From an optimization exercise on the open Yosys and OpenROAD flow, aimed at small area; shortcuts taken in it are not production practice. Where RTL was checked, it was by simulation tests only, not by an equivalence proof against the original. The RTL of run 7 was laid out without a check of its function. Power and IR drop assume default switching activity.

==> flow/design.v (outline; a module is shown in full before it is edited, if it fits) <==
// module dc_out_cal: 121 lines
// module dc_cal_arith: 655 lines
module dc_out_cal #(
    parameter int NUM_CH    = 2,
    parameter int IN_W      = 16,
    parameter int DAC_W     = 12,
    parameter int SLOPE_W   = 16,
    parameter int CAL_SCALE = 11,
    parameter int IN_SHIFT  = 3,
    parameter int STEP_W    = 12
) (
    input  logic                      clk,
    input  logic                      reset,
    input  logic                      sample_tick,
    input  logic [NUM_CH-1:0]         enable,
    input  logic [NUM_CH*IN_W-1:0]    dc_ofs,
    input  logic [NUM_CH*SLOPE_W-1:0] slope,
    input  logic [NUM_CH*DAC_W-1:0]   intercept,
    input  logic                      clip_clr,
    input  logic [STEP_W-1:0]         slew_step,
    output logic [NUM_CH*DAC_W-1:0]   dac_word,
    output logic                      dac_valid,
    output logic [NUM_CH-1:0]         clip
);
  // ...
==> flow/flow/run.sh <==
#!/bin/bash
# Own layout flow: the standard synthesis, then a polarity clean-up of the full adders in
# its netlist (fapol.py: fewer inverters, same registers, same function), then the standard flow's
# standard layout steps from the clean netlist on.  Each tool's output goes to its own log
# in this folder.
set -euo pipefail
W=$(pwd)
R=$W/orfs/results/$FLOW_PLATFORM/dc_out_cal/base
bash standard.sh synth > "$W/flow_synth.log" 2>&1
cp "$R/1_2_yosys.v" "$W/1_2_yosys.standard.v"
python3 "$W/flow/fapol.py" "$W/1_2_yosys.standard.v" "$W/1_2_yosys.fapol.v" > "$W/flow_fapol.log" 2>&1
cp "$W/1_2_yosys.fapol.v" "$R/1_2_yosys.v"
touch "$R/1_2_yosys.v"
rm -f "$R/1_synth.odb"
# Port buffers: a small plain buffer on every input and output port (the standard flow picks
# a delay buffer).
bash standard.sh finish "BUFFER_PORTS_ARGS=-buffer_cell ${PORT_BUF:-sky130_fd_sc_hd__buf_1}" > "$W/flow_finish.log" 2>&1
==> flow/standard.sh <==
#!/bin/bash
# synth_recipe.tcl (not shown) runs the flow's synth.tcl, then flattens the netlist and writes it again
# the make line also repeats each setting of config.mk as NAME=value (left out here)
make -C /OpenROAD-flow-scripts/flow DESIGN_CONFIG=/design/flow/config.mk WORK_HOME=/design/flow/orfs CLKGATE_MAP_FILE= SYNTH_SCRIPT=/design/flow/synth_recipe.tcl "${@:-finish}"
==> flow/config.mk <==
export PLATFORM = sky130hd
export DESIGN_NAME = dc_out_cal
export DESIGN_NICKNAME = dc_out_cal
export VERILOG_FILES = /design/flow/design.v
export SDC_FILE = /design/flow/constraint.sdc
export NUM_CORES = 4
export LEC_CHECK = 0
export CAP_MARGIN = 20
export CORE_MARGIN = 2
export CORE_UTILIZATION = 40
export CTS_BUF_LIST = sky130_fd_sc_hd__clkbuf_16
export GPL_TIMING_DRIVEN = 0
export SETUP_SLACK_MARGIN = 0.05
export SLEW_MARGIN = 20
==> flow/constraint.sdc <==
create_clock -name core_clock -period 7.0 [get_ports {clk}]
set_input_delay 1.4000 -clock core_clock [delete_from_list [all_inputs] [get_ports {clk}]]
set_output_delay 1.4000 -clock core_clock [all_outputs]
set_load 0.01 [all_outputs]
Not shown: flow/flow/fapol.py
==> key figures, run 1 <==
Status
  – Status: finished clean

Power and ir drop
  – NetSw: 4.45 mW
  – Seq. pwr: 1.31 mW

Worst setup path
  – Critical Path RT: 7.24 ns
  – Worst R2R Path Depth: 22
  – Arr. time, crit path: roughly 7.1 ns
  – Setup crit end kind: flip-flop
  – Worst flop-to-flop path startpoint: g_lane[0].code_reg[0]
  – CP endpoint: g_lane[0].code_reg[4]

Global route
  – First-pass GRT wire length: just under 70000 um
  – Initial antenna violation count: 1

Hold path
  – HP Start: g_lane[1].tgt2_reg[3]

Final layout
  – Share of layout cells above drive strength 1: 0.100
  – Buffers, non-clock: 220
  – Non-filler cells in the finished layout: 2327
  – Most frequent cells in the layout: nand2_1 (382), fa_1 (368), inv_1 (111)
  – Dominant class by area: multi-input gates
  – Data buffer area share: 0.0659
  – Fraction of area in multi-input gates: 0.726
  – Most common cell after layout, fill and taps aside: nand2_1
  – Multi-input logic area: 0.0132 mm2

Yosys
  – Post-synthesis cell area: 0.0161 mm2
  – Mean Syn Cell Area: 9.85 um2

CTS
  – # resized after CTS: 111
  – Htree depth: 3
  – CTS buffer count: 9
  – CTS root buffer: clkbuf_16

Detailed routing
  – Vias: between 10000 and 15000
  – Post-Route WL: 42000 um
  – Detailed Routing Iterations Pass 1: 5

Die
  – Initial core utilization: 0.406

Placed design
  – Port Buf Inserts: 126

STA
  – Final hold vios: 0
  – Least-Margin Pin Slew: roughly 0.74 ns
  – Period Utilization, post-route: 0.984
==> run 2: changes to the inputs <==
--- a/flow/flow/run.sh
+++ b/flow/flow/run.sh
@@ -15,3 +15,3 @@
 # Port buffers: a small plain buffer on every input and output port (the standard flow picks
 # a delay buffer).
-bash standard.sh finish "BUFFER_PORTS_ARGS=-buffer_cell ${PORT_BUF:-sky130_fd_sc_hd__buf_1}" > "$W/flow_finish.log" 2>&1
+bash standard.sh finish "BUFFER_PORTS_ARGS=-buffer_cell sky130_fd_sc_hd__buf_1" > "$W/flow_finish.log" 2>&1
--- a/flow/config.mk
+++ b/flow/config.mk
@@ -9,6 +9,6 @@
 export CORE_MARGIN = 2
 export CORE_UTILIZATION = 40
-export CTS_BUF_LIST = sky130_fd_sc_hd__clkbuf_16
+export CTS_BUF_LIST = sky130_fd_sc_hd__clkbuf_8
 export GPL_TIMING_DRIVEN = 0
-export SETUP_SLACK_MARGIN = 0.05
+export SETUP_SLACK_MARGIN = 0.02
 export SLEW_MARGIN = 20
==> key figures, run 2 <==
CTS
  – CTS Sinks: ~110
  – CTS buffer count: 9 (unchanged)
  – Htree depth: 3 (unchanged)
  – CTS root buffer: clkbuf_8
  – Hold-fix buffers, CTS: 0
  – Reg clk slew, reported paths: ~0.11 ns
  – CTS tree: done
  – Clk buf depth: 2
  – Worst skew pair latency: 0.38 ns

Yosys
  – Mean Syn Cell Area: 9.85 um2 (unchanged)
  – Syn Inst Count: 1638
  – Post-synthesis cell area: 0.0161 mm2 (unchanged)
  – Yosys warnings: 1
  – Synthesized net count: 2151

Worst setup path
  – Arr. time, crit path: 7.05 ns (-0.07 ns)
  – CP Buf/Inv Count: 3
  – Critical path type: input port to flip-flop
  – CP max stage cell: fa_1
  – Most frequent cell on the critical path: fa_1
  – Worst Setup Start Kind: input port
  – Setup crit end kind: flip-flop
  – Delay-heaviest family, CP: adder cells
  – Slowest stage delay, CP: approximately 0.45 ns
  – Crit path cell chain: buf_4 -> ha_1 -> fa_1 -> fa_1 -> fa_1 -> fa_1 -> fa_1 -> fa_1 -> fa_1 -> fa_1 -> fa_1 -> inv_1 -> fa_1 -> maj3_1 -> a21oi_1 -> o2bb2ai_1 -> nand3_2 -> buf_4 -> nor3_1 -> a21oi_1 -> o21ai_0
  – CP max FO: 10
  – Critical Path RT: 7.26 ns (+0.02 ns)

Flow run
  – Max-Cap Viols: 0

Final layout
  – Share of layout cells above drive strength 1: 0.106 (+0.00599)
  – Area grow syn2layout: 12.5%
  – Most common cell after layout, fill and taps aside: nand2_1
  – N_diodes: 0
  – Filler cells: roughly 3900
  – Most frequent cells in the layout: nand2_1 (381), fa_1 (370), inv_1 (113)
  – Util after Layout: 0.457
  – Non-filler cells in the finished layout: 2328 (+0.043%)
  – Final Cell Area: 0.0182 mm2
  – Nets: 2312

STA
  – Final setup viols: 0
  – Period Utilization, post-route: 0.970 (-0.0137)
  – Hold Slack: between 0.3 and 0.4 ns
  – Final worst slack: approximately 0.21 ns
  – Least-Margin Pin Slew: 0.760 ns (+0.0228 ns)
  – Slew Viols, Final: 0
  – Final TNS setup: 0 ns
  – Final hold vios: 0 (unchanged)
  – Slew HR: 0.493
  – Max Clock Freq: 147 MHz
  – Worst clock skew: 0.0135 ns
  – Min cycle time layout: 6.79 ns

Detailed routing
  – WL/cell: 18.0 um
  – Detailed Routing Iterations Pass 1: 5 (unchanged)
  – Vias: 12100 (-1.6%)
  – Initial DRC Count: 719
  – Post-Route WL: 41800 um (-0.57%)
  – Final ANT Viol Nets: 0
  – Vias per Instance: roughly 5.2
  – Detailed-route DRC error count: 0

Die
  – Die Y: 205 um
  – Core Area: 0.0397 mm2
  – Chip Width: roughly 200 um
  – # IOs: 133
  – Row Count: 73
  – Initial core utilization: 0.406 (unchanged)
  – DIE AREA: 0.0420 mm2

Global route
  – Number of global-route vias before repair: 13400
  – Largest net degree at the start of global routing: 31
  – GRT overflow: 0
  – First-pass GRT wire length: 69400 um (+0.19%)
  – Initial antenna violation count: 2 (+1)
  – Gr usage total: 0.211

Power and ir drop
  – Pwr dens: about 500 mW/mm2
  – Lkg Pwr: 7.15 nW
  – Overall Power: 9.10 mW
  – Worst vdd ir: 0.000333 V

Hold path
  – Hold WC Path Type: flip-flop to flip-flop

Placed design
  – Dpl cell area: 0.0173 mm2
  – Routability cong.: 0.905
  – Pre-CTS WS: -1.60 ns
  – Port Buf Inserts: 126 (unchanged)
  – DPL Wire Length: ~35000 um
  – Placed cells: 2289

Status
  – Status: finished clean
==> run 2: worst reg2reg max path, stage by stage, from the launching register on <==
cell and delay [ns]:
dfrtp_1 0.48, and2b_1 0.24, fa_1 0.16, inv_1 0.05, fa_2 0.35, fa_2 0.35
fa_2 0.34, fa_2 0.34, fa_2 0.34, fa_2 0.34, fa_2 0.35, fa_2 0.35
fa_2 0.34, fa_1 0.54, inv_1 0.07, a21o_1 0.19, a2111oi_4 0.25, o311ai_2 0.15
a21oi_2 0.26, buf_6 0.19, mux2i_1 0.24, o221ai_2 0.11
==> run 2: layout make-up <==
| cell class | count | area, um2 | share of cell area |
|---|---|---|---|
| Multi-Input combinational cell | 1339 | 13200 | 0.729 |
| Sequential cell | 112 | 2390 | 0.132 |
| Timing Repair Buffer | 151 | 742 | 0.0409 |
| Tap cell | 525 | 657 | 0.0362 |
| Buffer | 72 | 510 | 0.0281 |
| Inverter | 114 | 428 | 0.0236 |
| Clock buffer | 9 | 124 | 0.00682 |
| Clock inverter | 6 | 68.8 | 0.00379 |
==> run 2: final timing paths <==
kind                            cells past startpoint                endpoint  slack [ns]                   start
min in group asynchronous                           2   g_lane[1].code_reg[3]        1.11                   reset
worst min-delay path                                0  g_lane[0].tgt3_reg[11]        0.33  g_lane[0].tgt2_reg[11]
worst max-delay path                               21   g_lane[1].code_reg[6]        0.21            slew_step[0]
worst max register to register                     21   g_lane[0].code_reg[1]        0.84   g_lane[0].code_reg[0]
worst min register to register                      0  g_lane[0].tgt3_reg[11]        0.33  g_lane[0].tgt2_reg[11]
max in group asynchronous                           2      g_lane[0].clip_reg        5.38                   reset
==> run 2: report_power, final <==
| part | switching, mW | internal [mW] | leakage (nW) | total (mW) |
|---|---|---|---|---|
| registers | 0.264 | 1.03 | 1.06 | 1.30 |
| clock network | 0.218 | 0.166 | 0.0975 | 0.385 |
| logic | 4.00 | 3.41 | 5.99 | 7.41 |
| total | 4.48 | 4.61 | 7.15 | 9.10 |
==> run 2: repair_timing <==
item,4_1_cts,5_1_grt
pin swaps,3,22
setup endpoints to repair,32,30
setup buffers,5,19
gates cloned,0,1
gates resized for setup,80,171
==> run 2: layer usage <==
metal | routed length [um] | track usage | up-vias
li1 | - | - | 5472
met1 | 18300 | 0.290 | 6199
met2 | 20100 | 0.355 | 385
met3 | 2420 | 0.0261 | 73
met4 | 954 | 0.0572 | 2
met5 | 8 | 0 | -
==> run 3: changes to the inputs <==
--- a/flow/config.mk
+++ b/flow/config.mk
@@ -9,6 +9,7 @@
 export CORE_MARGIN = 2
 export CORE_UTILIZATION = 40
-export CTS_BUF_LIST = sky130_fd_sc_hd__clkbuf_8
+export CTS_BUF_LIST = sky130_fd_sc_hd__clkbuf_4 sky130_fd_sc_hd__clkbuf_8
+export CTS_CLUSTER_SIZE = 10
 export GPL_TIMING_DRIVEN = 0
-export SETUP_SLACK_MARGIN = 0.02
+export SETUP_SLACK_MARGIN = 0.05
 export SLEW_MARGIN = 20
==> key figures, run 3 <==
Final layout
  – Storage element area: 0.00239 mm2 (unchanged)
  – Multi-input logic area: 0.0132 mm2 (-0.38%)
  – Most frequent cells in the layout: nand2_1 (382), fa_1 (370), inv_1 (113)
  – Area grow syn2layout: 11.7%
  – Filler cells: 3826 (-1.3%)
  – Nets: 2303 (-0.39%)
  – Non-filler cells in the finished layout: 2321 (-0.30%)
  – Share of layout cells above drive strength 1: 0.0975 (-0.00900)
  – Most common cell after layout, fill and taps aside: nand2_1

Worst setup path
  – Slowest stage delay, CP: 0.57 ns (+0.12 ns)
  – Reg2reg setup slack: 0.78 ns (-0.06 ns)
  – Arr. time, crit path: 7.07 ns (+0.02 ns)
  – Most frequent cell on the critical path: fa_2
  – CP max FO: 5 (-5)
  – Crit path cell chain: buf_2 -> fa_1 -> inv_1 -> fa_1 -> fa_2 -> fa_2 -> fa_2 -> fa_2 -> fa_2 -> fa_2 -> fa_2 -> fa_2 -> fa_2 -> inv_1 -> a21o_1 -> a31oi_1 -> o311ai_2 -> a21oi_2 -> buf_2 -> mux2i_1 -> o21ai_1
  – Critical path type: input port to flip-flop
  – Worst Setup Start Kind: input port
  – Delay-heaviest family, CP: adder cells
  – Critical Path RT: 7.28 ns (+0.02 ns)
  – Worst R2R Path Depth: 21 (unchanged)
  – Worst flop-to-flop path startpoint: g_lane[0].code_reg[0]
  – CP max stage cell: fa_2
  – CP Buf/Inv Count: 4 (+1)
  – Setup crit end kind: flip-flop
  – Crit Reg-Reg Endpoint: g_lane[0].code_reg[4]

Yosys
  – Post-synthesis cell area: 0.0161 mm2 (unchanged)
  – Syn Inst Count: 1638 (unchanged)
  – Synthesized net count: 2151 (unchanged)
  – Mean Syn Cell Area: 9.85 um2 (unchanged)
  – Yosys warnings: 1 (unchanged)

Detailed routing
  – Initial DRC Count: 804 (+12%)
  – Met3 wire length: 3100 um (+28%)
  – Final ANT Viol Nets: 0 (unchanged)
  – Vias per Instance: 5.26 (+1.0%)
  – DR top layer: met4
  – WL/cell: 18.0 um (+0.27%)
  – Post-Route WL: 41800 um (about the same)
  – Detailed-route DRC error count: 0 (unchanged)
  – Vias: 12200 (+0.73%)
  – Met1 WL: 17700 um (-3.6%)
  – Met2 wire len: 19600 um (-2.4%)
  – Detailed Routing Iterations Pass 1: 5 (unchanged)

Die
  – Initial core utilization: 0.406 (unchanged)
  – Chip Width: 205 um (unchanged)
  – # IOs: 133 (unchanged)
  – Row Count: 73 (unchanged)
  – DIE AREA: 0.0420 mm2 (unchanged)
  – Die Y: 205 um (unchanged)
  – Core Area: 0.0397 mm2 (unchanged)

Power and ir drop
  – Internal: 4.45 mW (-3.4%)
  – Logic pwr share: 0.810 (-0.005)
  – Sequential share of power: 0.147 (+0.004)
  – Pwr dens: 491 mW/mm2 (-2.0%)
  – Worst vdd ir: 0.000319 V (-4.2%)
  – NetSw: 4.39 mW (-2.1%)
  – Lkg Pwr: 7.07 nW (-1.1%)
  – Clock Power Share: 0.043 (about the same)
  – Switch share: 0.496 (+0.00342)

CTS
  – CTS tree: done
  – Htree depth: 3 (unchanged)
  – CTS root buffer: clkbuf_8
  – Clk buf depth: 2 (unchanged)
  – Worst skew pair latency: 0.39 ns (about the same)
  – Reg clk slew, reported paths: 0.11 ns (about the same)
  – CTS Sinks: 112 (unchanged)
  – Hold-fix buffers, CTS: 0 (unchanged)
  – CTS buffer count: 9 (unchanged)

Placed design
  – DPL Wire Length: 34700 um (+0.39%)
  – Pre-CTS WS: -1.69 ns (-0.0884 ns)
  – Port Buf Inserts: 126 (unchanged)
  – Placed cells: 2289 (unchanged)
  – Routability cong.: 0.913 (+0.92%)

STA
  – Worst clock skew: 0.0102 ns (-0.00329 ns)
  – Hold Slack: 0.335 ns (+0.00875 ns)
  – Period Utilization, post-route: 0.970 (about the same)
  – Slew HR: 0.496 (+0.00296)
  – Final worst slack: 0.212 ns (+0.00354 ns)
  – Final TNS setup: 0 ns (unchanged)
  – Slew Viols, Final: 0 (unchanged)
  – Final setup viols: 0 (unchanged)
  – Final hold vios: 0 (unchanged)
  – Min cycle time layout: 6.79 ns (-0.00354 ns)
  – RSZ-0062 raised after global routing: true
  – Max Clock Freq: 147 MHz (about the same)
  – Least-Margin Pin Slew: 0.750 ns (-0.0102 ns)

Hold path
  – Hold path depth: 0 (unchanged)
  – Hold Crit Endpoint: g_lane[1].tgt3_reg[3]
  – HP Start: g_lane[1].tgt2_reg[3]
  – Hold WC Path Type: flip-flop to flip-flop

Flow run
  – Max-Cap Viols: 0 (unchanged)

Status
  – Status: finished clean

Global route
  – First-pass GRT wire length: 69000 um (-0.51%)
  – Number of global-route vias before repair: 13300 (-0.46%)
  – GRT overflow: 0 (unchanged)
  – Gr usage total: 0.211 (about the same)
  – Initial antenna violation count: 1 (-1)
  – Largest net degree at the start of global routing: 31 (unchanged)
run 3: stage by stage:
stage               cell area [um2]   util  total power [mW]
floorplan                     16200      -              6.68
global placement              17300  0.436              8.01
detailed placement            17300  0.436              8.21
CTS                           17800  0.447              8.78
global route                  18000  0.453              10.0
finish                        18000  0.453              8.84
run 3: power groups by stage:
stage / registers (mW) / logic, mW / clock network, mW
floorplan: 1.25 / 5.43 / 0
global placement: 1.30 / 6.70 / 0
detailed placement: 1.31 / 6.90 / 0
CTS: 1.30 / 7.08 / 0.403
global route: 1.35 / 8.25 / 0.424
finish: 1.30 / 7.16 / 0.380
run 3: worst reg2reg max path, stage by stage, from the launching register on:
cell	delay [ns]
dfrtp_1	0.48
and2b_1	0.24
fa_1	0.16
inv_1	0.05
fa_1	0.38
fa_2	0.36
fa_2	0.34
fa_2	0.34
fa_2	0.35
fa_2	0.34
fa_2	0.35
fa_2	0.34
fa_2	0.35
fa_2	0.57
inv_1	0.06
a21o_1	0.19
a31oi_1	0.25
o311ai_2	0.15
a21oi_2	0.24
buf_2	0.26
mux2i_1	0.21
o21ai_1	0.08
run 3: timing repair:
action | CTS | global route
resized for setup | 91 | 130
setup endpoints to repair | 34 | 32
cloned | 0 | 1
buffers inserted | 7 | 7
pin swaps | 3 | 12
hold endpoints to repair | 0 | 0
run 3: cell type report:
| cell class | count | area share |
|---|---|---|
| antenna | 1 | 0.000139 |
| buffer | 73 | 0.0290 |
| clock buffer | 9 | 0.00688 |
| clock inverter | 7 | 0.00396 |
| inverter | 114 | 0.0238 |
| multi-input combinational | 1339 | 0.732 |
| sequential | 112 | 0.133 |
| tap | 525 | 0.0365 |
| timing repair buffer | 141 | 0.0353 |
run 3: metal layers:
metal | vias up | GRT usage
met2 | 487 | 0.347
li1 | 5447 | -
met3 | 89 | 0.0383
met5 | - | 0
met1 | 6197 | 0.281
met4 | 0 | 0.0751
run 3: how the worst max path moves through the flow:
stage,from,endpoint,slack (ns),depth (start not counted)
global placement,dc_ofs[20],g_lane[1].neg1_reg,-1.63,23
floorplan,slew_step[0],g_lane[0].code_reg[1],0.05,21
detailed placement,dc_ofs[20],g_lane[1].neg1_reg,-1.69,23
CTS,slope[23],g_lane[1].neg1_reg,0.03,22
global route,slew_step[0],g_lane[0].code_reg[1],-0.02,22
finish,slew_step[1],g_lane[0].code_reg[4],0.21,21
==> run 4: changes to the inputs <==
--- a/flow/flow/fapol.py
+++ b/flow/flow/fapol.py
@@ -49,4 +49,23 @@
 def is_ha(c): return re.match(r'sky130_fd_sc_hd__ha_\d+$', c[0]) is not None
 
+# plain buffers from synthesis are dropped (their loads read the buffer's input); placement-aware
+# repair buffers the nets that need it
+def is_buf(c):
+    return re.match(r'sky130_fd_sc_hd__(clk)?buf_\d+$', c[0]) is not None and c[2].get('X') not in ports_out
+if not os.environ.get('FAPOL_KEEPBUF'):
+    bufmap = {c[2]['X']: c[2]['A'] for c in cells if is_buf(c)}
+    def resolve(n):
+        k = 0
+        while n in bufmap and k < 100:
+            n = bufmap[n]; k += 1
+        return n
+    cells = [c for c in cells if not is_buf(c)]
+    for c in cells:
+        for p, n in list(c[2].items()):
+            if p not in OUTPINS and n in bufmap:
+                c[2][p] = resolve(n)
+    nbuf_removed = len(bufmap)
+else:
+    nbuf_removed = 0
 driver = {}
 for i, c in enumerate(cells):
@@ -313,4 +332,5 @@
 open(sys.argv[2], 'w').write(''.join(out))
 ninv0 = sum(1 for c in cells if is_inv(c))
+sys.stderr.write('fapol: %d buffers removed, ' % nbuf_removed)
 sys.stderr.write('fapol: %d full adders, %d flipped, %d half adders split, inverters %d -> %d, gates swapped %d\n'
                  % (len(fa_idx), sum(flip.values()), ha_split, ninv0, len(invnet), swapped))
==> key figures, run 4 <==
Status
  – Status: finished clean

Die
  – Chip Width: 203 um (-0.84%)
  – DIE AREA: 0.0412 mm2 (-1.7%)
  – Core Area: 0.0389 mm2 (-2.1%)
  – Die Y: 203 um (-0.84%)
  – Initial core utilization: 0.407 (+0.00142)
  – # IOs: 133 (unchanged)
  – Row Count: 72 (-1.4%)

Worst setup path
  – Worst Setup Start Kind: input port
  – Setup crit end kind: flip-flop
  – CP max FO: 7 (+2)
  – Crit Reg-Reg Endpoint: g_lane[0].code_reg[7]
  – Arr. time, crit path: 7.10 ns (+0.03 ns)
  – Most frequent cell on the critical path: fa_2
  – CP endpoint: g_lane[0].code_reg[7]
  – Crit path cell chain: buf_6 -> and2b_1 -> fa_2 -> inv_1 -> fa_2 -> fa_2 -> fa_2 -> fa_2 -> fa_2 -> fa_2 -> fa_2 -> fa_2 -> fa_2 -> fa_2 -> inv_1 -> a21o_1 -> a2111oi_4 -> o311ai_2 -> a21oi_4 -> buf_12 -> buf_8 -> mux2i_1 -> o21ai_1
  – Reg2reg setup slack: 0.75 ns (-0.03 ns)
  – Critical path type: input port to flip-flop
  – Worst flop-to-flop path startpoint: g_lane[0].code_reg[0]
  – Slowest stage delay, CP: 0.55 ns (-0.02 ns)
  – Critical Path RT: 7.28 ns (about the same)
  – Setup crit start: slew_step[0]
  – CP max stage cell: fa_2
  – Worst R2R Path Depth: 22 (+4.8%)

STA
  – Slew Viols, Final: 0 (unchanged)
  – Worst clock skew: 0.00987 ns (-0.000346 ns)
  – Least-Margin Pin Slew: 0.908 ns (+0.159 ns)
  – RSZ-0062 raised after global routing: true
  – Final setup viols: 0 (unchanged)
  – Slew HR: 0.394 (-0.101)
  – Max Clock Freq: 147 MHz (-0.49%)
  – Min cycle time layout: 6.82 ns (+0.0338 ns)
  – Period Utilization, post-route: 0.975 (+0.00483)
  – Final hold vios: 0 (unchanged)

CTS
  – CTS Sinks: 112 (unchanged)
  – Worst skew pair latency: 0.39 ns (about the same)
  – CTS root buffer: clkbuf_8
  – Reg clk slew, reported paths: 0.10 ns (about the same)
  – CTS buffer count: 9 (unchanged)
  – CTS tree: done
  – Hold-fix buffers, CTS: 0 (unchanged)
  – Clk buf depth: 2 (unchanged)
  – Htree depth: 3 (unchanged)

Final layout
  – N_diodes: 0 (-1)
  – Util after Layout: 0.455 (+0.00152)
  – Final Cell Area: 0.0177 mm2 (-1.7%)
  – Area grow syn2layout: 11.7% (about the same)
  – Share of layout cells above drive strength 1: 0.0884 (-0.00905)
  – Nets: 2238 (-2.8%)
  – Most common cell after layout, fill and taps aside: nand2_1
  – Most frequent cells in the layout: nand2_1 (382), fa_1 (374), inv_1 (113)

Detailed routing
  – Post-Route WL: 40200 um (-3.8%)
  – Vias: 12000 (-2.0%)
  – WL/cell: 17.9 um (-0.65%)
  – Detailed Routing Iterations Pass 1: 6 (+1)
  – Final ANT Viol Nets: 0 (unchanged)
  – Initial DRC Count: 700 (-13%)
  – Vias per Instance: 5.33 (+1.1%)
  – Detailed-route DRC error count: 0 (unchanged)

Power and ir drop
  – Overall Power: 8.90 mW (+0.63%)
  – Worst vdd ir: 0.000327 V (+2.7%)
  – Pwr dens: 503 mW/mm2 (+2.4%)
  – Lkg Pwr: 6.91 nW (-2.2%)

Yosys
  – Syn Inst Count: 1567 (-4.3%)
  – Mean Syn Cell Area: 10.1 um2 (+2.7%)
  – Post-synthesis cell area: 0.0159 mm2 (-1.7%)
  – Yosys warnings: 1 (unchanged)
  – Synthesized net count: 2080 (-3.3%)

Placed design
  – Routability cong.: 0.844 (-7.6%)
  – Dpl cell area: 0.0170 mm2 (-1.6%)
  – Port Buf Inserts: 126 (unchanged)
  – DPL Wire Length: 30900 um (-11%)

Hold path
  – Hold WC Path Type: flip-flop to flip-flop

Global route
  – Largest net degree at the start of global routing: 31 (unchanged)
  – First-pass GRT wire length: 66700 um (-3.4%)
  – Initial antenna violation count: 1 (unchanged)
  – GRT overflow: 0 (unchanged)
  – Number of global-route vias before repair: 13000 (-2.4%)
  – Gr usage total: 0.204 (-0.00763)

Flow run
  – Max-Cap Viols: 0 (unchanged)
## run 4: changes by cell type in the layout (fill, tap and decap cells not counted), sizes merged
cell | previous run | this run
buf | 160 | 127
bufinv | 0 | 1
clkbuf | 63 | 28
clkdlybuf4s15 | 0 | 3
clkdlybuf4s18 | 0 | 1
clkinvlp | 0 | 1
diode | 1 | 0
inv | 119 | 114
o31a | 2 | 3
or2 | 6 | 7
## run 4: worst min path at each step
stage | start | end | slack [ns] | cells past startpoint
finish | g_lane[0].tgt2_reg[6] | g_lane[0].tgt3_reg[6] | 0.33 | 0
CTS | g_lane[0].tgt2_reg[8] | g_lane[0].tgt3_reg[8] | 0.33 | 0
detailed placement | g_lane[0].tgt2_reg[10] | g_lane[0].tgt3_reg[10] | 0.31 | 0
global route | g_lane[0].tgt2_reg[8] | g_lane[0].tgt3_reg[8] | 0.34 | 0
floorplan | g_lane[0].sat2_reg | g_lane[0].sat3_reg | 0.31 | 0
global placement | g_lane[0].tgt2_reg[6] | g_lane[0].tgt3_reg[6] | 0.31 | 0
## run 4: what timing repair did
action,4_1_cts,5_1_grt
resized for setup,72,67
pin swaps,1,11
cloned,1,1
endpoints found under the setup margin,33,32
buffers inserted,2,17
## run 4: area by class of cell
type                    instances  area, um2
flip-flops and latches        112       2390
inverters                     114        428
clock inverters                 4       51.3
multi-input cells            1341      13200
repair buffers                145        773
plain buffers                   2       15.0
well taps                     518        648
fillers                      3790      21200
clock buffers                  12        165
## run 4: power breakdown
part	total (mW)	switching (mW)	internal, mW
logic	7.17	3.88	3.30
clock network	0.413	0.218	0.195
registers	1.31	0.281	1.03
## run 4: metal layers
| metal | wire length, um | vias up | GRT usage |
|---|---|---|---|
| met5 | 8 | - | 0 |
| met4 | 757 | 2 | 0.0464 |
| met3 | 3170 | 60 | 0.0440 |
| met2 | 18900 | 420 | 0.334 |
| met1 | 17400 | 6188 | 0.278 |
| li1 | - | 5301 | - |
## run 4: worst max-delay path: cells and delay by family
family | cells | cell delay, ns
and+or+nand+nor | 1 | 0.14
muxes | 1 | 0.22
AOI/OAI and AO/OA | 5 | 1.02
buffers and inverters | 5 | 0.51
adders and majority gates | 11 | 3.80
## run 4: per-stage QoR
| step | worst slack (ns) | std cells | setup TNS, ns | hold slack (ns) |
|---|---|---|---|---|
| global route | 0.0224 | 2248 | 0 | 0.338 |
| CTS | 0.0529 | 2230 | 0 | 0.333 |
| floorplan | 0.0713 | 1567 | 0 | 0.310 |
| finish | 0.178 | 2248 | 0 | 0.327 |
| global placement | -1.24 | 2211 | -18.77 | 0.312 |
| detailed placement | -1.21 | 2211 | -20.65 | 0.312 |
==> run 5: changes to the inputs <==
--- a/flow/flow/fapol.py
+++ b/flow/flow/fapol.py
@@ -7,6 +7,8 @@
 possible are needed, then rebuilds the inverters (one per signal that some load needs in the
 other polarity) and folds an inverter into its driving gate where a gate of the opposite
-polarity exists and every load wants the inverted value.  The logic function of every
-register input and output port is unchanged.
+polarity exists and every load wants the inverted value.  Plain buffers that synthesis put in
+(other than ones driving output ports) are dropped, so that placement-aware repair buffers only
+the nets that need it.  Registers are untouched, and the logic function of every register
+input and output port is unchanged.
 
 usage: fapol.py IN.v OUT.v
--- a/flow/config.mk
+++ b/flow/config.mk
@@ -11,5 +11,5 @@
 export CTS_BUF_LIST = sky130_fd_sc_hd__clkbuf_4 sky130_fd_sc_hd__clkbuf_8
 export CTS_CLUSTER_SIZE = 10
-export GPL_TIMING_DRIVEN = 0
+export GPL_TIMING_DRIVEN = 1
 export SETUP_SLACK_MARGIN = 0.05
 export SLEW_MARGIN = 20
==> key figures, run 5 <==
Power and ir drop
  – Lkg Pwr: 7.40 nW (+7.0%)
  – Internal: 4.96 mW (+9.6%)
  – Worst vdd ir: 0.000358 V (+9.3%)
  – Clock Power Share: 0.044 (-0.002)
  – Switch share: 0.473 (-0.0180)
  – Pwr dens: 507 mW/mm2 (+0.78%)
  – Logic pwr share: 0.816 (+0.010)
  – NetSw: 4.46 mW (+2.0%)
  – Overall Power: 9.42 mW (+5.9%)
  – Sequential share of power: 0.140 (-0.008)

Final layout
  – Final Cell Area: 0.0186 mm2 (+5.0%)
  – Area grow syn2layout: 17.3%
  – Share of layout cells above drive strength 1: 0.123 (+0.0346)
  – Most frequent cells in the layout: nand2_1 (383), fa_1 (373), buf_4 (130)
  – Nets: 2361 (+5.5%)
  – N_diodes: 0 (unchanged)
  – Util after Layout: 0.478 (+0.0230)
  – Non-filler cells in the finished layout: 2371 (+5.5%)
  – Most common cell after layout, fill and taps aside: nand2_1

Hold path
  – HP Start: g_lane[1].tgt2_reg[9]
  – Hold WC Path Type: flip-flop to flip-flop

Worst setup path
  – Critical path type: input port to flip-flop
  – Worst flop-to-flop path startpoint: g_lane[0].code_reg[0]
  – Arr. time, crit path: 7.11 ns (about the same)
  – Worst Setup Start Kind: input port
  – Setup crit start: slew_step[0]
  – CP max FO: 15 (+8)
  – Setup crit end kind: flip-flop
  – Critical Path RT: 7.26 ns (-0.02 ns)

CTS
  – Reg clk slew, reported paths: 0.11 ns (about the same)
  – CTS tree: done
  – CTS buffer count: 9 (unchanged)
  – CTS Sinks: 112 (unchanged)
  – Hold-fix buffers, CTS: 0 (unchanged)
  – Clk buf depth: 2 (unchanged)
  – Htree depth: 3 (unchanged)
  – CTS root buffer: clkbuf_8
  – Worst skew pair latency: 0.40 ns (about the same)

Detailed routing
  – WL/cell: 17.2 um (-3.9%)
  – Post-Route WL: 40800 um (+1.4%)
  – Vias per Instance: 5.19 (-2.5%)
  – Final ANT Viol Nets: 0 (unchanged)
  – Initial DRC Count: 688 (-1.7%)
  – Detailed Routing Iterations Pass 1: 5 (-1)
  – Detailed-route DRC error count: 0 (unchanged)
  – Vias: 12300 (+2.8%)

Die
  – DIE AREA: 0.0412 mm2 (unchanged)
  – Die Y: 203 um (unchanged)
  – Core Area: 0.0389 mm2 (unchanged)
  – Chip Width: 203 um (unchanged)
  – Initial core utilization: 0.407 (unchanged)
  – Row Count: 72 (unchanged)
  – # IOs: 133 (unchanged)

Placed design
  – Port Buf Inserts: 126 (unchanged)
  – Routability cong.: 0.873 (+3.5%)
  – Placed cells: 2346 (+6.1%)
  – DPL Wire Length: 34300 um (+11%)
  – Dpl cell area: 0.0182 mm2 (+6.8%)

STA
  – Min cycle time layout: 6.85 ns (+0.0261 ns)
  – Slew HR: 0.401 (+0.00644)
  – Max Clock Freq: 146 MHz (-0.38%)
  – Period Utilization, post-route: 0.978 (+0.00374)
  – Final setup viols: 0 (unchanged)
  – Least-Margin Pin Slew: 0.896 ns (-0.0118 ns)
  – Final TNS setup: 0 ns (unchanged)
  – Slew Viols, Final: 0 (unchanged)
  – Worst clock skew: 0.0152 ns (+0.00529 ns)
  – RSZ-0062 raised after global routing: true
  – Final hold vios: 0 (unchanged)

Flow run
  – Max-Cap Viols: 0 (unchanged)

Global route
  – Number of global-route vias before repair: 13400 (+2.6%)
  – GRT overflow: 0 (unchanged)
  – Gr usage total: 0.209 (+0.00559)
  – Largest net degree at the start of global routing: 31 (unchanged)
  – Initial antenna violation count: 1 (unchanged)
  – First-pass GRT wire length: 68500 um (+2.7%)

Yosys
  – Mean Syn Cell Area: 10.1 um2 (unchanged)
  – Syn Inst Count: 1567 (unchanged)
  – Synthesized net count: 2080 (unchanged)
  – Post-synthesis cell area: 0.0159 mm2 (unchanged)
  – Yosys warnings: 1 (unchanged)

Status
  – Status: finished clean
[run 5: layer usage]
metal | up-vias | wire length (um) | GRT usage
met3 | 42 | 2980 | 0.0421
met2 | 375 | 19300 | 0.346
met5 | - | 13 | 0
li1 | 5547 | - | -
met1 | 6345 | 18000 | 0.289
met4 | 2 | 500 | 0.0373
[run 5: through the flow]
step | worst slack, ns | hold slack [ns]
after CTS | 0.0999 | 0.337
final | 0.152 | 0.330
after floorplan | 0.0713 | 0.310
after global placement | -0.365 | 0.312
after detailed placement | -0.376 | 0.313
after global routing | 0.0375 | 0.338
[run 5: critical path, stage by stage]
cell and delay (ns):
buf_4 0.13, buf_4 0.15, ha_1 0.20, fa_1 0.38, fa_1 0.39, fa_1 0.39, fa_1 0.39, fa_1 0.38
fa_1 0.38, fa_1 0.39, fa_1 0.38, fa_1 0.37, inv_1 0.08, fa_1 0.20, fa_2 0.47, o22ai_1 0.16
a211oi_1 0.07, o2bb2ai_1 0.16, nand3_1 0.12, buf_12 0.16, a31oi_1 0.08, a41oi_1 0.17, o21ai_0 0.10
[run 5: cell type report]
class | count | area, um2
timing repair buffer | 271 | 1740
multi-input combinational | 1340 | 13200
clock buffer | 9 | 124
tap | 518 | 648
sequential | 112 | 2390
inverter | 114 | 428
clock inverter | 7 | 83.8
fill | 3710 | 20300
[run 5: power by group through the flow]
stage / Combinational, mW / Sequential (mW) / Clock, mW
2_1_floorplan: 5.38 / 1.26 / 0
3_3_place_gp: 7.28 / 1.32 / 0
3_5_place_dp: 7.52 / 1.33 / 0
4_1_cts: 7.56 / 1.31 / 0.430
5_1_grt: 8.81 / 1.36 / 0.455
6_report: 7.69 / 1.32 / 0.416
[run 5: path summary, 6_finish.rpt]
| check | endpoint | slack (ns) | cells after the start |
|---|---|---|---|
| worst max-delay path | g_lane[1].code_reg[0] | 0.15 | 23 |
| worst min-delay path | g_lane[1].tgt3_reg[9] | 0.33 | 0 |
| worst max register to register | g_lane[0].code_reg[9] | 0.76 | 21 |
| worst min register to register | g_lane[1].tgt3_reg[9] | 0.33 | 0 |
| max in group asynchronous | g_lane[0].code_reg[11] | 5.59 | 3 |
| min in group asynchronous | g_lane[0].clip_reg | 1.06 | 3 |
[run 5: timing repair]
item	in CTS	in global routing
setup endpoints to repair	1	28
setup buffers	0	6
endpoints found under the hold margin	0	0
gates resized for setup	1	41
cloned	0	3
pin swaps	0	9
==> run 6: changes to the inputs <==
--- a/flow/config.mk
+++ b/flow/config.mk
@@ -11,5 +11,5 @@
 export CTS_BUF_LIST = sky130_fd_sc_hd__clkbuf_4 sky130_fd_sc_hd__clkbuf_8
 export CTS_CLUSTER_SIZE = 10
-export GPL_TIMING_DRIVEN = 1
+export GPL_TIMING_DRIVEN = 0
 export SETUP_SLACK_MARGIN = 0.05
 export SLEW_MARGIN = 20
==> key figures, run 6 <==
Power and ir drop
  – Pwr dens: 503 mW/mm2 (-0.78%)
  – Switch share: 0.492 (+0.0180)
  – Logic pwr share: 0.806 (-0.010)
  – Internal: 4.52 mW (-8.8%)
  – Clock Power Share: 0.046 (+0.002)
  – Sequential share of power: 0.148 (+0.008)
  – Lkg Pwr: 6.91 nW (-6.5%)
  – NetSw: 4.37 mW (-1.9%)
  – Worst vdd ir: 0.000327 V (-8.5%)

Global route
  – GRT overflow: 0 (unchanged)
  – Number of global-route vias before repair: 13000 (-2.5%)
  – First-pass GRT wire length: 66700 um (-2.6%)
  – Largest net degree at the start of global routing: 31 (unchanged)
  – Initial antenna violation count: 1 (unchanged)
  – Gr usage total: 0.204 (-0.00559)

Placed design
  – Port Buf Inserts: 126 (unchanged)
  – Pre-CTS WS: -1.21 ns (-0.832 ns)
  – DPL Wire Length: 30900 um (-9.9%)
  – Routability cong.: 0.844 (-3.4%)
  – Dpl cell area: 0.0170 mm2 (-6.3%)

Detailed routing
  – Vias per Instance: 5.33 (+2.6%)
  – Initial DRC Count: 700 (+1.7%)
  – Detailed Routing Iterations Pass 1: 6 (+1)
  – Post-Route WL: 40200 um (-1.4%)
  – Final ANT Viol Nets: 0 (unchanged)
  – WL/cell: 17.9 um (+4.0%)
  – Vias: 12000 (-2.8%)
  – Detailed-route DRC error count: 0 (unchanged)

Yosys
  – Yosys warnings: 1 (unchanged)
  – Syn Inst Count: 1567 (unchanged)
  – Post-synthesis cell area: 0.0159 mm2 (unchanged)
  – Synthesized net count: 2080 (unchanged)
  – Mean Syn Cell Area: 10.1 um2 (unchanged)

Worst setup path
  – Worst R2R Path Depth: 22 (+4.8%)
  – CP max FO: 7 (-8)
  – Arr. time, crit path: 7.10 ns (about the same)
  – Critical Path RT: 7.28 ns (+0.02 ns)
  – Critical path type: input port to flip-flop
  – Setup crit end kind: flip-flop
  – Worst Setup Start Kind: input port

Final layout
  – Filler cells: 3790 (+2.2%)
  – Most common cell after layout, fill and taps aside: nand2_1
  – N_diodes: 0 (unchanged)
  – Area grow syn2layout: 11.7%
  – Share of layout cells above drive strength 1: 0.0884 (-0.0346)
  – Nets: 2238 (-5.2%)
  – Most frequent cells in the layout: nand2_1 (382), fa_1 (374), inv_1 (113)
  – Final Cell Area: 0.0177 mm2 (-4.8%)

STA
  – Worst clock skew: 0.00987 ns (-0.00529 ns)
  – Max Clock Freq: 147 MHz (+0.38%)
  – RSZ-0062 raised after global routing: true
  – Slew HR: 0.394 (-0.00644)
  – Least-Margin Pin Slew: 0.908 ns (+0.0118 ns)
  – Final hold vios: 0 (unchanged)
  – Min cycle time layout: 6.82 ns (-0.0261 ns)
  – Slew Viols, Final: 0 (unchanged)
  – Final worst slack: 0.178 ns (+0.0261 ns)
  – Period Utilization, post-route: 0.975 (-0.00374)
  – Hold Slack: 0.327 ns (-0.00352 ns)
  – Final setup viols: 0 (unchanged)

Status
  – Status: finished clean

CTS
  – Htree depth: 3 (unchanged)
  – Reg clk slew, reported paths: 0.10 ns (about the same)
  – CTS tree: done
  – CTS root buffer: clkbuf_8
  – Hold-fix buffers, CTS: 0 (unchanged)
  – Worst skew pair latency: 0.39 ns (about the same)
  – Clk buf depth: 2 (unchanged)
  – CTS Sinks: 112 (unchanged)
  – CTS buffer count: 9 (unchanged)

Flow run
  – Max-Cap Viols: 0 (unchanged)

Die
  – Chip Width: 203 um (unchanged)
  – Row Count: 72 (unchanged)
  – Die Y: 203 um (unchanged)
  – Initial core utilization: 0.407 (unchanged)
  – Core Area: 0.0389 mm2 (unchanged)
  – # IOs: 133 (unchanged)
  – DIE AREA: 0.0412 mm2 (unchanged)

Hold path
  – Hold WC Path Type: flip-flop to flip-flop
  – Hold path depth: 0 (unchanged)
==> run 6: worst max-delay path, cell delays in order <==
cell and delay [ns]:
buf_6 0.11, and2b_1 0.14, fa_2 0.18, inv_1 0.05, fa_2 0.33, fa_2 0.34, fa_2 0.35, fa_2 0.34
fa_2 0.34, fa_2 0.34, fa_2 0.35, fa_2 0.34, fa_2 0.34, fa_2 0.55, inv_1 0.07, a21o_1 0.20
a2111oi_4 0.40, o311ai_2 0.17, a21oi_4 0.17, buf_12 0.15, buf_8 0.13, mux2i_1 0.22, o21ai_1 0.08
==> run 6: area by class of cell <==
type,instances,area (um2),share of cell area
multi-input cells,1341,13200,0.747
flip-flops and latches,112,2390,0.135
plain buffers,2,15.0,0.000848
well taps,518,648,0.0366
repair buffers,145,773,0.0437
inverters,114,428,0.0242
clock inverters,4,51.3,0.00290
clock buffers,12,165,0.00933
==> run 6: repair_timing <==
item                       CTS  global route
cloned                       1             1
setup endpoints to repair   33            32
buffers inserted             2            17
resized for setup           72            67
pin swaps                    1            11
==> run 6: worst paths after layout <==
kind,endpoint,from,slack [ns]
max,g_lane[0].code_reg[7],slew_step[0],0.18
min,g_lane[0].tgt3_reg[6],g_lane[0].tgt2_reg[6],0.33
max reg2reg,g_lane[0].code_reg[7],g_lane[0].code_reg[0],0.75
min reg2reg,g_lane[0].tgt3_reg[6],g_lane[0].tgt2_reg[6],0.33
max in group asynchronous,v2_reg,reset,5.43
min in group asynchronous,g_lane[0].code_reg[5],reset,1.10
==> run 6: per-stage QoR <==
stage	util	TNS, ns	total power [mW]	std cells
4_1_cts	0.449	0	8.69	2230
3_3_place_gp	0.438	-18.77	7.97	2211
2_1_floorplan	-	0	6.64	1567
6_report	0.455	0	8.90	2248
3_5_place_dp	0.438	-20.65	8.11	2211
5_1_grt	0.455	0	10.1	2248
==> run 6: power groups by stage <==
stage	logic (mW)	clock network, mW	registers, mW
finish	7.17	0.413	1.31
global route	8.26	0.456	1.36
CTS	6.95	0.428	1.31
detailed placement	6.78	0	1.33
global placement	6.65	0	1.32
floorplan	5.38	0	1.26
==> run 6: routing by layer <==
layer	wire (um)	share of wire	track usage	vias up
met5	8	0.00020	0	-
met4	757	0.019	0.0464	2
met3	3170	0.079	0.0440	60
met2	18900	0.47	0.334	420
met1	17400	0.43	0.278	6188
li1	-	-	-	5301
==> module dc_out_cal, before the edit <==
module dc_out_cal #(
    parameter int NUM_CH    = 2,
    parameter int IN_W      = 16,
    parameter int DAC_W     = 12,
    parameter int SLOPE_W   = 16,
    parameter int CAL_SCALE = 11,
    parameter int IN_SHIFT  = 3,
    parameter int STEP_W    = 12
) (
    input  logic                      clk,
    input  logic                      reset,
    input  logic                      sample_tick,
    input  logic [NUM_CH-1:0]         enable,
    input  logic [NUM_CH*IN_W-1:0]    dc_ofs,
    input  logic [NUM_CH*SLOPE_W-1:0] slope,
    input  logic [NUM_CH*DAC_W-1:0]   intercept,
    input  logic                      clip_clr,
    input  logic [STEP_W-1:0]         slew_step,
    output logic [NUM_CH*DAC_W-1:0]   dac_word,
    output logic                      dac_valid,
    output logic [NUM_CH-1:0]         clip
);
    localparam int S_W    = IN_W - IN_SHIFT;           
    localparam logic [DAC_W-1:0] MID_CODE = {1'b1, {(DAC_W - 1){1'b0}}};
    logic v1_reg, v2_reg, v3_reg, dac_valid_reg;
    always_ff @(posedge clk or posedge reset) begin
        if (reset) begin
            v1_reg        <= 1'b0;
            v2_reg        <= 1'b0;
            v3_reg        <= 1'b0;
            dac_valid_reg <= 1'b0;
        end else begin
            v1_reg        <= sample_tick;
            v2_reg        <= v1_reg;
            v3_reg        <= v2_reg;
            dac_valid_reg <= v3_reg;
        end
    end
    assign dac_valid = dac_valid_reg;
    genvar gi;
    generate
        for (gi = 0; gi < NUM_CH; gi++) begin : g_lane
            logic [17:0]      u;
            logic             neg, over;
            logic [DAC_W-1:0] tgt;
            logic             sat;
            dc_cal_arith u_arith (
                .a(dc_ofs[gi*IN_W + IN_SHIFT +: S_W]),
                .b(slope[gi*SLOPE_W +: SLOPE_W]),
                .c(intercept[gi*DAC_W +: DAC_W] ^ MID_CODE),
                .q(u)
            );
            always_comb begin
                neg  = u[17];
                over = |u[16:DAC_W];
            end
            logic [DAC_W-1:0] u1_reg, tgt2_reg, tgt3_reg;
            logic             neg1_reg, over1_reg, en1_reg, sat2_reg, sat3_reg;
            always_comb begin
                sat = neg1_reg | over1_reg;
                tgt = neg1_reg ? '0 : (over1_reg ? '1 : u1_reg);
                if (!en1_reg) begin
                    sat    = 1'b1;
                    tgt[0] = 1'b1;
                    tgt[1] = 1'b0;
                end
            end
            always_ff @(posedge clk) begin
                u1_reg    <= u[DAC_W-1:0];
                neg1_reg  <= neg;
                over1_reg <= over;
                en1_reg   <= enable[gi];
                tgt2_reg  <= tgt;
                sat2_reg  <= sat;
                tgt3_reg  <= tgt2_reg;
                sat3_reg  <= sat2_reg;
            end
            logic             en3;
            logic             upd;
            logic [DAC_W-1:0] code_reg;
            logic             clip_reg;
            logic [DAC_W:0]   ch, cl;      
            logic [DAC_W-1:0] hi, lo;      
            logic [DAC_W:0]   gh, gl;      
            logic             nz, chi, clo;
            logic [DAC_W-1:0] code_next;
            always_comb begin
                en3   = ~(sat3_reg & tgt3_reg[0] & ~tgt3_reg[1]);
                upd   = v3_reg & en3;
                ch[0] = 1'b0;
                cl[0] = 1'b1;
                gh[0] = 1'b0;
                gl[0] = 1'b0;
                for (int i = 0; i < DAC_W; i++) begin
                    hi[i]   = code_reg[i] ^ slew_step[i] ^ ch[i];
                    ch[i+1] = (code_reg[i] & slew_step[i]) | (ch[i] & (code_reg[i] ^ slew_step[i]));
                    lo[i]   = code_reg[i] ^ ~slew_step[i] ^ cl[i];
                    cl[i+1] = (code_reg[i] & ~slew_step[i]) | (cl[i] & (code_reg[i] ^ ~slew_step[i]));
                    gh[i+1] = (tgt3_reg[i] & ~hi[i]) | (gh[i] & (tgt3_reg[i] | ~hi[i]));
                    gl[i+1] = (~tgt3_reg[i] & lo[i]) | (gl[i] & (~tgt3_reg[i] | lo[i]));
                end
                nz        = slew_step != '0;
                chi       = nz & ~ch[DAC_W] & gh[DAC_W];
                clo       = nz & cl[DAC_W] & gl[DAC_W];
                code_next = chi ? hi : (clo ? lo : tgt3_reg);
            end
            always_ff @(posedge clk or posedge reset) begin
                if (reset) begin
                    code_reg <= MID_CODE;
                    clip_reg <= 1'b0;
                end else begin
                    if (upd)
                        code_reg <= code_next;
                    clip_reg <= (clip_reg & ~clip_clr) | (upd & sat3_reg);
                end
            end
            assign dac_word[gi*DAC_W +: DAC_W] = code_reg;
            assign clip[gi]                    = clip_reg;
        end
    endgenerate
endmodule
==> run 7: changes to the inputs <==
--- a/flow/design.v
+++ b/flow/design.v
@@ -84,4 +84,6 @@
             logic [DAC_W:0]   gh, gl;      
             logic             nz, chi, clo;
+            logic [DAC_W/2-1:0] hs [2], ls [2];
+            logic [DAC_W/2:0]   hc [2], lc [2];
             logic [DAC_W-1:0] code_next;
             always_comb begin
@@ -90,11 +92,29 @@
                 ch[0] = 1'b0;
                 cl[0] = 1'b1;
-                gh[0] = 1'b0;
-                gl[0] = 1'b0;
-                for (int i = 0; i < DAC_W; i++) begin
+                for (int i = 0; i < DAC_W / 2; i++) begin
                     hi[i]   = code_reg[i] ^ slew_step[i] ^ ch[i];
                     ch[i+1] = (code_reg[i] & slew_step[i]) | (ch[i] & (code_reg[i] ^ slew_step[i]));
                     lo[i]   = code_reg[i] ^ ~slew_step[i] ^ cl[i];
                     cl[i+1] = (code_reg[i] & ~slew_step[i]) | (cl[i] & (code_reg[i] ^ ~slew_step[i]));
+                end
+                for (int c = 0; c < 2; c++) begin
+                    hc[c][0] = c[0];
+                    lc[c][0] = c[0];
+                    for (int i = 0; i < DAC_W / 2; i++) begin
+                        hs[c][i]   = code_reg[i+DAC_W/2] ^ slew_step[i+DAC_W/2] ^ hc[c][i];
+                        hc[c][i+1] = (code_reg[i+DAC_W/2] & slew_step[i+DAC_W/2])
+                                   | (hc[c][i] & (code_reg[i+DAC_W/2] ^ slew_step[i+DAC_W/2]));
+                        ls[c][i]   = code_reg[i+DAC_W/2] ^ ~slew_step[i+DAC_W/2] ^ lc[c][i];
+                        lc[c][i+1] = (code_reg[i+DAC_W/2] & ~slew_step[i+DAC_W/2])
+                                   | (lc[c][i] & (code_reg[i+DAC_W/2] ^ ~slew_step[i+DAC_W/2]));
+                    end
+                end
+                hi[DAC_W-1:DAC_W/2] = ch[DAC_W/2] ? hs[1] : hs[0];
+                ch[DAC_W]           = ch[DAC_W/2] ? hc[1][DAC_W/2] : hc[0][DAC_W/2];
+                lo[DAC_W-1:DAC_W/2] = cl[DAC_W/2] ? ls[1] : ls[0];
+                cl[DAC_W]           = cl[DAC_W/2] ? lc[1][DAC_W/2] : lc[0][DAC_W/2];
+                gh[0] = 1'b0;
+                gl[0] = 1'b0;
+                for (int i = 0; i < DAC_W; i++) begin
                     gh[i+1] = (tgt3_reg[i] & ~hi[i]) | (gh[i] & (tgt3_reg[i] | ~hi[i]));
                     gl[i+1] = (~tgt3_reg[i] & lo[i]) | (gl[i] & (~tgt3_reg[i] | lo[i]));
--- a/flow/flow/fapol.py
+++ b/flow/flow/fapol.py
@@ -7,8 +7,6 @@
 possible are needed, then rebuilds the inverters (one per signal that some load needs in the
 other polarity) and folds an inverter into its driving gate where a gate of the opposite
-polarity exists and every load wants the inverted value.  Plain buffers that synthesis put in
-(other than ones driving output ports) are dropped, so that placement-aware repair buffers only
-the nets that need it.  Registers are untouched, and the logic function of every register
-input and output port is unchanged.
+polarity exists and every load wants the inverted value.  The logic function of every
+register input and output port is unchanged.
 
 usage: fapol.py IN.v OUT.v
@@ -51,23 +49,4 @@
 def is_ha(c): return re.match(r'sky130_fd_sc_hd__ha_\d+$', c[0]) is not None
 
-# plain buffers from synthesis are dropped (their loads read the buffer's input); placement-aware
-# repair buffers the nets that need it
-def is_buf(c):
-    return re.match(r'sky130_fd_sc_hd__(clk)?buf_\d+$', c[0]) is not None and c[2].get('X') not in ports_out
-if not os.environ.get('FAPOL_KEEPBUF'):
-    bufmap = {c[2]['X']: c[2]['A'] for c in cells if is_buf(c)}
-    def resolve(n):
-        k = 0
-        while n in bufmap and k < 100:
-            n = bufmap[n]; k += 1
-        return n
-    cells = [c for c in cells if not is_buf(c)]
-    for c in cells:
-        for p, n in list(c[2].items()):
-            if p not in OUTPINS and n in bufmap:
-                c[2][p] = resolve(n)
-    nbuf_removed = len(bufmap)
-else:
-    nbuf_removed = 0
 driver = {}
 for i, c in enumerate(cells):
@@ -334,5 +313,4 @@
 open(sys.argv[2], 'w').write(''.join(out))
 ninv0 = sum(1 for c in cells if is_inv(c))
-sys.stderr.write('fapol: %d buffers removed, ' % nbuf_removed)
 sys.stderr.write('fapol: %d full adders, %d flipped, %d half adders split, inverters %d -> %d, gates swapped %d\n'
                  % (len(fa_idx), sum(flip.values()), ha_split, ninv0, len(invnet), swapped))
==> key figures, run 7 <==
Hold path
  – Hold WC Path Type: flip-flop to flip-flop
  – HP Start: g_lane[0].tgt2_reg[1]
  – Hold path depth: 0 (unchanged)
  – Hold Crit Endpoint: g_lane[0].tgt3_reg[1]

Yosys
  – Syn Inst Count: 1673 (+6.8%)
  – Yosys warnings: 9 (+8)
  – Post-synthesis cell area: 0.0163 mm2 (+2.6%)
  – Synthesized net count: 2183 (+5.0%)
  – Mean Syn Cell Area: 9.73 um2 (-3.9%)

Power and ir drop
  – Lkg Pwr: 7.40 nW (+7.0%)
  – NetSw: 4.75 mW (+8.6%)
  – Clock Power Share: 0.043 (-0.003)
  – Worst vdd ir: 0.000320 V (-2.4%)
  – Switch share: 0.497 (+0.00592)
  – Internal: 4.80 mW (+6.1%)
  – Pwr dens: 514 mW/mm2 (+2.3%)
  – Overall Power: 9.55 mW (+7.3%)
  – Logic pwr share: 0.826 (+0.020)
  – Sequential share of power: 0.131 (-0.017)

Worst setup path
  – Delay-heaviest family, CP: adder cells
  – Critical path type: input port to flip-flop
  – Crit path cell chain: clkbuf_2 -> buf_8 -> and2_4 -> fa_1 -> fa_1 -> fa_2 -> fa_2 -> fa_1 -> fa_2 -> xor2_2 -> nand3_1 -> a211oi_2 -> and3b_2 -> o31ai_4 -> a21oi_2 -> nor2b_4 -> fa_2 -> xnor2_2 -> nor2_1 -> nand4_1
  – Arr. time, crit path: 7.01 ns (-0.09 ns)
  – Crit Reg-Reg Endpoint: g_lane[0].code_reg[7]
  – Critical Path RT: 7.20 ns (-0.08 ns)
  – Worst R2R Path Depth: 18 (-18%)
  – Worst flop-to-flop path startpoint: g_lane[0].code_reg[0]
  – Reg2reg setup slack: 0.97 ns (+0.22 ns)
  – CP Buf/Inv Count: 2 (-3)
  – Slowest stage delay, CP: 0.60 ns (+0.05 ns)
  – CP Depth: 20 (-13%)
  – CP max stage cell: fa_2
  – Most frequent cell on the critical path: fa_2
  – Worst Setup Start Kind: input port
  – CP max FO: 5 (-2)
  – Setup crit end kind: flip-flop

Placed design
  – Port Buf Inserts: 126 (unchanged)
  – Dpl cell area: 0.0174 mm2 (+2.2%)
  – DPL Wire Length: 36900 um (+20%)
  – Pre-CTS WS: -1.39 ns (-0.179 ns)
  – Routability cong.: 0.928 (+10%)

Final layout
  – Share of layout cells above drive strength 1: 0.125 (+0.0368)
  – Multi-input logic area: 0.0133 mm2 (+0.62%)
  – Storage element area: 0.00239 mm2 (unchanged)
  – Filler cells: 3787 (-0.079%)
  – Area grow syn2layout: 14.1%
  – Most common cell after layout, fill and taps aside: nand2_1
  – Nets: 2342 (+4.6%)
  – Most frequent cells in the layout: nand2_1 (397), fa_1 (355), inv_1 (124)
  – Final Cell Area: 0.0186 mm2 (+4.9%)
  – N_diodes: 0 (unchanged)

Die
  – # IOs: 133 (unchanged)
  – Initial core utilization: 0.408 (about the same)
  – Row Count: 73 (+1.4%)
  – Die Y: 206 um (+1.3%)
  – Chip Width: 206 um (+1.3%)
  – DIE AREA: 0.0423 mm2 (+2.6%)
  – Core Area: 0.0399 mm2 (+2.6%)

Global route
  – Gr usage total: 0.226 (+0.0227)
  – Number of global-route vias before repair: 13900 (+6.7%)
  – GRT overflow: 0 (unchanged)
  – Largest net degree at the start of global routing: 31 (unchanged)
  – Initial antenna violation count: 0 (-1)
  – First-pass GRT wire length: 73700 um (+11%)

Detailed routing
  – Vias: 12600 (+5.3%)
  – Initial DRC Count: 1027 (+47%)
  – Final ANT Viol Nets: 0 (unchanged)
  – Detailed Routing Iterations Pass 1: 5 (-1)
  – WL/cell: 19.3 um (+7.7%)
  – Vias per Instance: 5.34 (+0.21%)
  – Detailed-route DRC error count: 0 (unchanged)
  – Post-Route WL: 45500 um (+13%)

STA
  – Worst clock skew: 0.0141 ns (+0.00426 ns)
  – Max Clock Freq: 147 MHz (+0.18%)
  – RSZ-0062 raised after global routing: true
  – Final TNS setup: 0 ns (unchanged)
  – Final hold vios: 0 (unchanged)
  – Final setup viols: 0 (unchanged)
  – Final worst slack: 0.190 ns (+0.0121 ns)
  – Slew HR: 0.558 (+0.164)
  – Slew Viols, Final: 0 (unchanged)
  – Least-Margin Pin Slew: 0.662 ns (-0.246 ns)
  – Min cycle time layout: 6.81 ns (-0.0121 ns)
  – Period Utilization, post-route: 0.973 (-0.00173)

Status
  – Status: finished clean

CTS
  – CTS Sinks: 112 (unchanged)
  – Clk buf depth: 2 (unchanged)
  – CTS buffer count: 9 (unchanged)
  – Htree depth: 3 (unchanged)
  – Worst skew pair latency: 0.40 ns (about the same)
  – CTS root buffer: clkbuf_8
  – Hold-fix buffers, CTS: 0 (unchanged)
  – CTS tree: done
  – Reg clk slew, reported paths: 0.11 ns (about the same)

Flow run
  – Max-Cap Viols: 0 (unchanged)
## run 7: worst max-delay path by stage
stage / from / to / slack, ns
after floorplan: slew_step[0] / g_lane[0].code_reg[1] / 0.07
after global placement: dc_ofs[26] / g_lane[1].over1_reg / -1.37
after detailed placement: dc_ofs[23] / g_lane[1].over1_reg / -1.39
after CTS: slope[22] / g_lane[1].over1_reg / 0.04
after global routing: slope[2] / g_lane[0].over1_reg / 0.03
final: slope[19] / g_lane[1].over1_reg / 0.19
## run 7: through the flow
step                      hold slack (ns)  utilization  std cells
final                               0.329        0.465       2362
after global routing                0.340        0.465       2362
after CTS                           0.327        0.451       2346
after global placement              0.312        0.436       2324
after floorplan                     0.310            -       1673
after detailed placement            0.312        0.436       2324
## run 7: what timing repair did
| item | CTS | global route |
|---|---|---|
| setup buffers | 5 | 15 |
| pin swaps | 8 | 33 |
| cloned | 1 | 1 |
| setup endpoints to repair | 29 | 27 |
| gates resized for setup | 143 | 224 |
## run 7: layout make-up
class | instances | share of cell area
Clock inverter | 6 | 0.00404
Tap cell | 525 | 0.0354
Clock buffer | 10 | 0.00708
Timing Repair Buffer | 148 | 0.0404
Sequential cell | 112 | 0.129
Inverter | 125 | 0.0253
Buffer | 76 | 0.0420
Multi-Input combinational cell | 1360 | 0.717
## run 7: power groups by stage
stage          Sequential (mW)  Combinational (mW)  Clock [mW]
2_1_floorplan             1.22                5.54           0
3_3_place_gp              1.25                7.12           0
3_5_place_dp              1.26                7.27           0
4_1_cts                   1.25                7.58       0.425
5_1_grt                   1.29                9.00       0.445
6_report                  1.25                7.89       0.411
## run 7: worst reg2reg max path, delay by kind of cell, from the launching register on
kind | cells | cell delay, ns
adder cells (fa/ha/maj) | 10 | 3.89
flip-flops | 1 | 0.46
AO/OA/AOI/OAI | 3 | 0.74
AND/OR/NAND/NOR | 2 | 0.35
buffers and inverters | 3 | 0.47
## run 7: layer usage
metal  share of wire  wire length, um  vias up  global-route usage
li1                -                -     5569                   -
met1            0.43            19700     6396               0.308
met2            0.47            21300      561               0.369
met3           0.079             3600       79              0.0428
met4           0.020              924        0              0.0645
met5               0                0        -                   0

## port drivers added, routing unchanged
No port has a modelled driver above. Below, the same layouts with a new extraction and two added sets of constraints. Step 1, drivers: a clkbuf_16 drives clk and a buf_2 each remaining input, both assumed. Step 2 also shifts input and output timing later by t, the mid clock arrival at the registers, as if the neighbouring blocks saw the same clock. a / b / c = ideal ports / drivers / drivers and shift; a / b = the first two.
| run | shift t [ns] | setup slack, ns | worst setup path after step 2 | worst data-port slew with drivers (ns) | cell pins on the clock port's net |
|---|---|---|---|---|---|
| run 1 | 0.397 | 0.112 / 0.090 / -0.306 | input to register | 0.09 | 1 |
| run 2 | 0.409 | 0.208 / 0.218 / -0.191 | input to register | 0.09 | 1 |
| run 3 | 0.426 | 0.212 / 0.218 / -0.208 | input to register | 0.09 | 1 |
| run 4 | 0.421 | 0.178 / 0.169 / -0.253 | input to register | 0.08 | 1 |
| run 5 | 0.431 | 0.152 / 0.170 / -0.261 | input to register | 0.07 | 1 |
| run 6 | 0.421 | 0.178 / 0.169 / -0.253 | input to register | 0.08 | 1 |
| run 7 | 0.436 | 0.190 / 0.187 / -0.249 | input to register | 0.06 | 1 |
Met with ideal ports but missed after step 2: setup timing in every run listed. The setup slack of run 7, which loses most, moves by -0.003 ns with the drivers and by -0.439 ns with both steps.
